Context: an optimization exercise on an open-source flow, tuned for small area, a short achievable clock period and few clock cycles per item. The choices shown serve that exercise and are no tape-out recipe. Only simulation tests tie the RTL to the original design; equivalence was not proved. Power and IR drop assume default switching activity.

==> flow/design.v (excerpt) <==
module sprite_blit_colour_key_clip (
   input  logic        clock,
   input  logic        reset,
   input  logic        req_tvalid,
   output logic        req_tready,
   input  logic [31:0] req_tdata,
   output logic        rsp_tvalid,
   input  logic        rsp_tready,
   output logic [47:0] rsp_tdata,
   output logic [1:0]  rsp_tuser,
   output logic        rsp_tlast,
   input  logic        csr_we,
   input  logic [2:0]  csr_index,
   input  logic [11:0] csr_wdata
);
export LEC_CHECK = 0
export CAP_MARGIN = 20
export CORE_MARGIN = 2
export CORE_UTILIZATION = 40
export SETUP_SLACK_MARGIN = 3.5
export SLEW_MARGIN = 20
create_clock -name core_clock -period 7.0 [get_ports {clock}]
standard.sh (not shown) runs the stock make flow with config.mk's settings and CLKGATE_MAP_FILE= SYNTH_SCRIPT=/design/flow/synth_recipe.tcl, a recipe that flattens the netlist after the stock synthesis.
==> flow/flow/run.sh <==
#!/bin/bash
# The standard layout (standard.sh), with one change: the port buffers that
# global placement inserts on every input and output use buf_2 instead of the
# resizer's default pick (clkdlybuf4s50_1, a slow delay buffer).
set -euo pipefail
export BUFFER_PORTS_ARGS="-buffer_cell sky130_fd_sc_hd__buf_2"
bash standard.sh finish > standard_finish.log 2>&1
Testbench counts at the start, summed over its fixed seeds: cycles 43,016, items 40,504.
Rerun with:
--- a/flow/config.mk
+++ b/flow/config.mk
@@ -11 +11 @@
-export SETUP_SLACK_MARGIN = 3.5
+export SETUP_SLACK_MARGIN = 3.75
Clock power rose by about 5%.
Final area rose by 1.6%.
Via count rose by 1.0%.
First-iteration DRC count fell by 8.7%.
Rerun with:
==> flow/run.sh (new file) <==
#!/bin/bash
# synth_recipe.tcl (not shown) runs the flow's synth.tcl, then flattens the netlist and writes it again
# the make line also repeats each setting of config.mk as NAME=value (left out here)
make -C /OpenROAD-flow-scripts/flow DESIGN_CONFIG=/design/flow/config.mk WORK_HOME=/design/flow/orfs CLKGATE_MAP_FILE= SYNTH_SCRIPT=/design/flow/synth_recipe.tcl finish
--- a/flow/config.mk
+++ b/flow/config.mk
@@ -11 +11 @@
-export SETUP_SLACK_MARGIN = 3.75
+export SETUP_SLACK_MARGIN = 5.0
removed: flow/flow/run.sh
removed: flow/standard.sh
The changed run finished clean; final cell count increases by roughly a tenth; cell area increases by a quarter to a third; routed wire length increases by about a fifth; power increases by about a fifth; core utilization increases by 13 points; register-to-register slack loses 0.02 ns; via count increases by roughly a tenth; count of clock-buffer cells in the layout increases by 5; die area is unchanged.
Rerun with:
==> flow/flow/run.sh (new file) <==
#!/bin/bash
# The standard layout (standard.sh), with one change: the port buffers that
# global placement inserts on every input and output use buf_2 instead of the
# resizer's default pick (clkdlybuf4s50_1, a slow delay buffer).
set -euo pipefail
export BUFFER_PORTS_ARGS="-buffer_cell sky130_fd_sc_hd__buf_2"
bash standard.sh finish > standard_finish.log 2>&1
==> flow/standard.sh (new file) <==
#!/bin/bash
# synth_recipe.tcl (not shown) runs the flow's synth.tcl, then flattens the netlist and writes it again
# the make line also repeats each setting of config.mk as NAME=value (left out here)
make -C /OpenROAD-flow-scripts/flow DESIGN_CONFIG=/design/flow/config.mk WORK_HOME=/design/flow/orfs CLKGATE_MAP_FILE= SYNTH_SCRIPT=/design/flow/synth_recipe.tcl "${@:-finish}"
--- a/flow/config.mk
+++ b/flow/config.mk
@@ -11 +11 @@
-export SETUP_SLACK_MARGIN = 5.0
+export SETUP_SLACK_MARGIN = 4.0
removed: flow/run.sh
Outcome: Routed wire length went down by 15%; flip-flop and latch count does not change; global-route usage drops by 3.2 points; die area stays the same; setup slack is better by 0.078 ns; final area drops by 18%; total power falls by about 8%.
Rerun with:
==> flow/run.sh (new file) <==
#!/bin/bash
# synth_recipe.tcl (not shown) runs the flow's synth.tcl, then flattens the netlist and writes it again
# the make line also repeats each setting of config.mk as NAME=value (left out here)
make -C /OpenROAD-flow-scripts/flow DESIGN_CONFIG=/design/flow/config.mk WORK_HOME=/design/flow/orfs CLKGATE_MAP_FILE= SYNTH_SCRIPT=/design/flow/synth_recipe.tcl finish
--- a/flow/config.mk
+++ b/flow/config.mk
@@ -10 +10,2 @@
-export CORE_UTILIZATION = 40
+export CORE_UTILIZATION = 60
+export PLACE_DENSITY = 0.75
removed: flow/flow/run.sh
removed: flow/standard.sh
After rerunning: The new run finished with timing, DRC and antenna clean. Routed wire length hardly moves. Maximum frequency is lower by 2.0%. Area after synthesis does not change. Sequential power barely changes. Setup slack loses 0.064 ns. Flip-flop and latch count does not change.
Rerun with:
==> flow/flow/run.sh (new file) <==
#!/bin/bash
# The standard layout (standard.sh), with one change: the port buffers that
# global placement inserts on every input and output use buf_2 instead of the
# resizer's default pick (clkdlybuf4s50_1, a slow delay buffer).
set -euo pipefail
export BUFFER_PORTS_ARGS="-buffer_cell sky130_fd_sc_hd__buf_2"
bash standard.sh finish > standard_finish.log 2>&1
==> flow/standard.sh (new file) <==
#!/bin/bash
# synth_recipe.tcl (not shown) runs the flow's synth.tcl, then flattens the netlist and writes it again
# the make line also repeats each setting of config.mk as NAME=value (left out here)
make -C /OpenROAD-flow-scripts/flow DESIGN_CONFIG=/design/flow/config.mk WORK_HOME=/design/flow/orfs CLKGATE_MAP_FILE= SYNTH_SCRIPT=/design/flow/synth_recipe.tcl "${@:-finish}"
--- a/flow/config.mk
+++ b/flow/config.mk
@@ -7,0 +8 @@
+export ABC_AREA = 1
@@ -10,2 +11 @@
-export CORE_UTILIZATION = 60
-export PLACE_DENSITY = 0.75
+export CORE_UTILIZATION = 40
removed: flow/run.sh
Effect: Via count goes down slightly; setup slack is better by 0.26 ns; count of clock-buffer cells in the layout came out higher by 6; global-route usage fell by 11 points.

## T
sprite_blit_colour_key_clip again, from the RTL that the note above started with.
Settings: LEC_CHECK=0, ABC_AREA=1, CAP_MARGIN=20, CORE_MARGIN=2, CORE_UTILIZATION=40, SETUP_SLACK_MARGIN=3.75, SLEW_MARGIN=20; clock period 7.0 ns.
==> flow/flow/run.sh <==
#!/bin/bash
# The standard layout (standard.sh), with one change: the port buffers that
# global placement inserts on every input and output use buf_2 instead of the
# resizer's default pick (clkdlybuf4s50_1, a slow delay buffer).
set -euo pipefail
export BUFFER_PORTS_ARGS="-buffer_cell sky130_fd_sc_hd__buf_2"
bash standard.sh finish > standard_finish.log 2>&1
T ended with every stage complete and zero timing, DRC or antenna violations.
Testbench counts of T, summed over its fixed seeds: cycles 43,016, items 40,504.
Here is what was changed in the inputs of S compared with T.
- ABC_AREA: 1 -> unset
- SETUP_SLACK_MARGIN: 3.75 -> 4.0
==> flow/run.sh (new file) <==
#!/bin/bash
# synth_recipe.tcl (not shown) runs the flow's synth.tcl, then flattens the netlist and writes it again
# the make line also repeats each setting of config.mk as NAME=value (left out here)
make -C /OpenROAD-flow-scripts/flow DESIGN_CONFIG=/design/flow/config.mk WORK_HOME=/design/flow/orfs CLKGATE_MAP_FILE= SYNTH_SCRIPT=/design/flow/synth_recipe.tcl finish
removed: flow/flow/run.sh
removed: flow/standard.sh
==> summary.txt <==
- Summary — sum of internal, switching and leakage power, S relative to T: higher, by about 1.3%.
- S against T: antenna diode count saw a decrease; fraction of cell area in non-clock buffers saw an increase; fraction of standard cell area in multi-input logic saw an increase; wire length of the first global-routing pass saw a decrease.
- The last weighted congestion value of the routability-driven placer reported for S is smaller than that of T by 5.7%.
- met1 as the layer with the highest usage was reported by T, and met2 by S.
- S: total wirelength of the detailed-routed design lower than T
- Against T, setup slack in S came out better.
- The higher number of gates resized after cts came out of S.
- Going from T to S, final instance area grew by more than 10%.
- In S the worst-case hold slack turned out 0.035 ns higher than in T.

lane 5:
Another version of the RTL of sprite_blit_colour_key_clip (not shown whole).
Size in the first run: roughly 14000 um^2 of cells after synthesis.
clock: 7.0 ns
lec_check: 0
cap_margin: 20
core_margin: 2
core_utilization: 40
setup_slack_margin: 4.0
slew_margin: 20
==> flow/flow/run.sh <==
#!/bin/bash
# The standard layout (standard.sh), with one change: the port buffers that
# global placement inserts on every input and output use buf_2 instead of the
# resizer's default pick (clkdlybuf4s50_1, a slow delay buffer).
set -euo pipefail
export BUFFER_PORTS_ARGS="-buffer_cell sky130_fd_sc_hd__buf_2"
bash standard.sh finish > standard_finish.log 2>&1
Testbench counts of lane 5, summed over its fixed seeds: cycles 43,064, items 40,504.
Here is what was changed in the inputs of lane 3 compared with lane 5.
==> flow/run.sh (new file) <==
#!/bin/bash
# synth_recipe.tcl (not shown) runs the flow's synth.tcl, then flattens the netlist and writes it again
# the make line also repeats each setting of config.mk as NAME=value (left out here)
make -C /OpenROAD-flow-scripts/flow DESIGN_CONFIG=/design/flow/config.mk WORK_HOME=/design/flow/orfs CLKGATE_MAP_FILE= SYNTH_SCRIPT=/design/flow/synth_recipe.tcl finish
removed: flow/flow/run.sh
removed: flow/standard.sh
Findings:
Critical path arrival for lane 3: 0.03 ns down relative to lane 5
Number of cells on the critical path was higher in lane 5 than in lane 3.
Going from lane 5 to lane 3, global-route usage grows by 0.43 points.
The part of the cycle the worst path needs number comes out higher for lane 5 vs lane 3.
Delta (lane 3 minus lane 5): worst hold slack stayed essentially flat; cell area rose by 500 um^2; routed length on met2 rose by 150 um; maximum frequency rose by about 0.8%.

sprite_blit_colour_key_clip with an RTL version that a note above also has.
Size: about 230 flip-flops, roughly 0.014 mm^2 of cells after synthesis.
==> flow/config.mk <==
export PLATFORM = sky130hd
export DESIGN_NAME = sprite_blit_colour_key_clip
export DESIGN_NICKNAME = sprite_blit_colour_key_clip
export VERILOG_FILES = /design/flow/design.v
export SDC_FILE = /design/flow/constraint.sdc
export NUM_CORES = 4
export LEC_CHECK = 0
export ABC_AREA = 1
export CAP_MARGIN = 20
export CORE_MARGIN = 2
export CORE_UTILIZATION = 40
export SETUP_SLACK_MARGIN = 4.25
export SLEW_MARGIN = 20
==> flow/constraint.sdc <==
create_clock -name core_clock -period 7.0 [get_ports {clock}]
set_input_delay 1.4000 -clock core_clock [delete_from_list [all_inputs] [get_ports {clock}]]
set_output_delay 1.4000 -clock core_clock [all_outputs]
set_load 0.01 [all_outputs]
==> flow/flow/run.sh <==
#!/bin/bash
# The standard layout (standard.sh), with one change: the port buffers that
# global placement inserts on every input and output use buf_2 instead of the
# resizer's default pick (clkdlybuf4s50_1, a slow delay buffer).
set -euo pipefail
export BUFFER_PORTS_ARGS="-buffer_cell sky130_fd_sc_hd__buf_2"
bash standard.sh finish > standard_finish.log 2>&1
The baseline completed without violations.
Testbench counts at the start, summed over its fixed seeds: cycles 43,016, items 40,504.
Next try:
Settings changed: ABC_AREA 1 to default.
Setup slack got worse by 0.29 ns.
Synthesized area went up slightly.
Non-clock buffer count rises by 3.
Hold slack improves by 0.026 ns.
Sequential share of layout area shrinks by 0.13 points.
Register-to-register slack gets worse by 0.29 ns.
Final cell count came out lower by a few percent.

re-timing with driven ports:
In the flow no input, the clock included, has a driving cell. The finished layouts below were timed again as built, in two steps.
Step 1, drivers: a clkbuf_16 drives clock and a buf_2 each remaining input, both assumed.
Step 2, shift: input delay + t, output delay - t, t = (earliest + latest rising clock arrival at the registers) / 2. This alone moves slack from input paths to output paths.
Three values: no drivers, after step 1, after step 2; two values: the first two.
| run | t, ns | setup slack, ns | worst data-port slew with drivers (ns) |
|---|---|---|---|
| the first run of note 1 | 0.589 | 3.646 / 3.651 / 3.077 | 0.04 |
| the second run of note 1 | 0.599 | 3.846 / 3.846 / 3.466 | 0.06 |
| the third run of note 1 | 0.595 | 3.822 / 3.822 / 3.649 | 0.08 |
| the fourth run of note 1 | 0.592 | 3.900 / 3.900 / 3.527 | 0.04 |
| the fifth run of note 1 | 0.581 | 3.836 / 3.836 / 3.473 | 0.06 |
| the sixth run of note 1 | 0.579 | 4.097 / 4.102 / 3.547 | 0.08 |
| T | 0.585 | 3.917 / 3.917 / 3.396 | 0.08 |
| S | 0.589 | 3.938 / 3.938 / 3.507 | 0.05 |
| lane 5 | 0.589 | 3.752 / 3.752 / 3.439 | 0.06 |
| lane 3 | 0.597 | 3.778 / 3.778 / 3.505 | 0.05 |
| the first run of note 4 | 0.600 | 4.140 / 4.140 / 3.690 | 0.06 |
| the second run of note 4 | 0.593 | 3.850 / 3.850 / 3.671 | 0.04 |
After both steps every run listed still meets setup and hold. The setup slack of the first run of note 1, which loses most, moves by +0.005 ns with the drivers and by -0.569 ns with both steps.
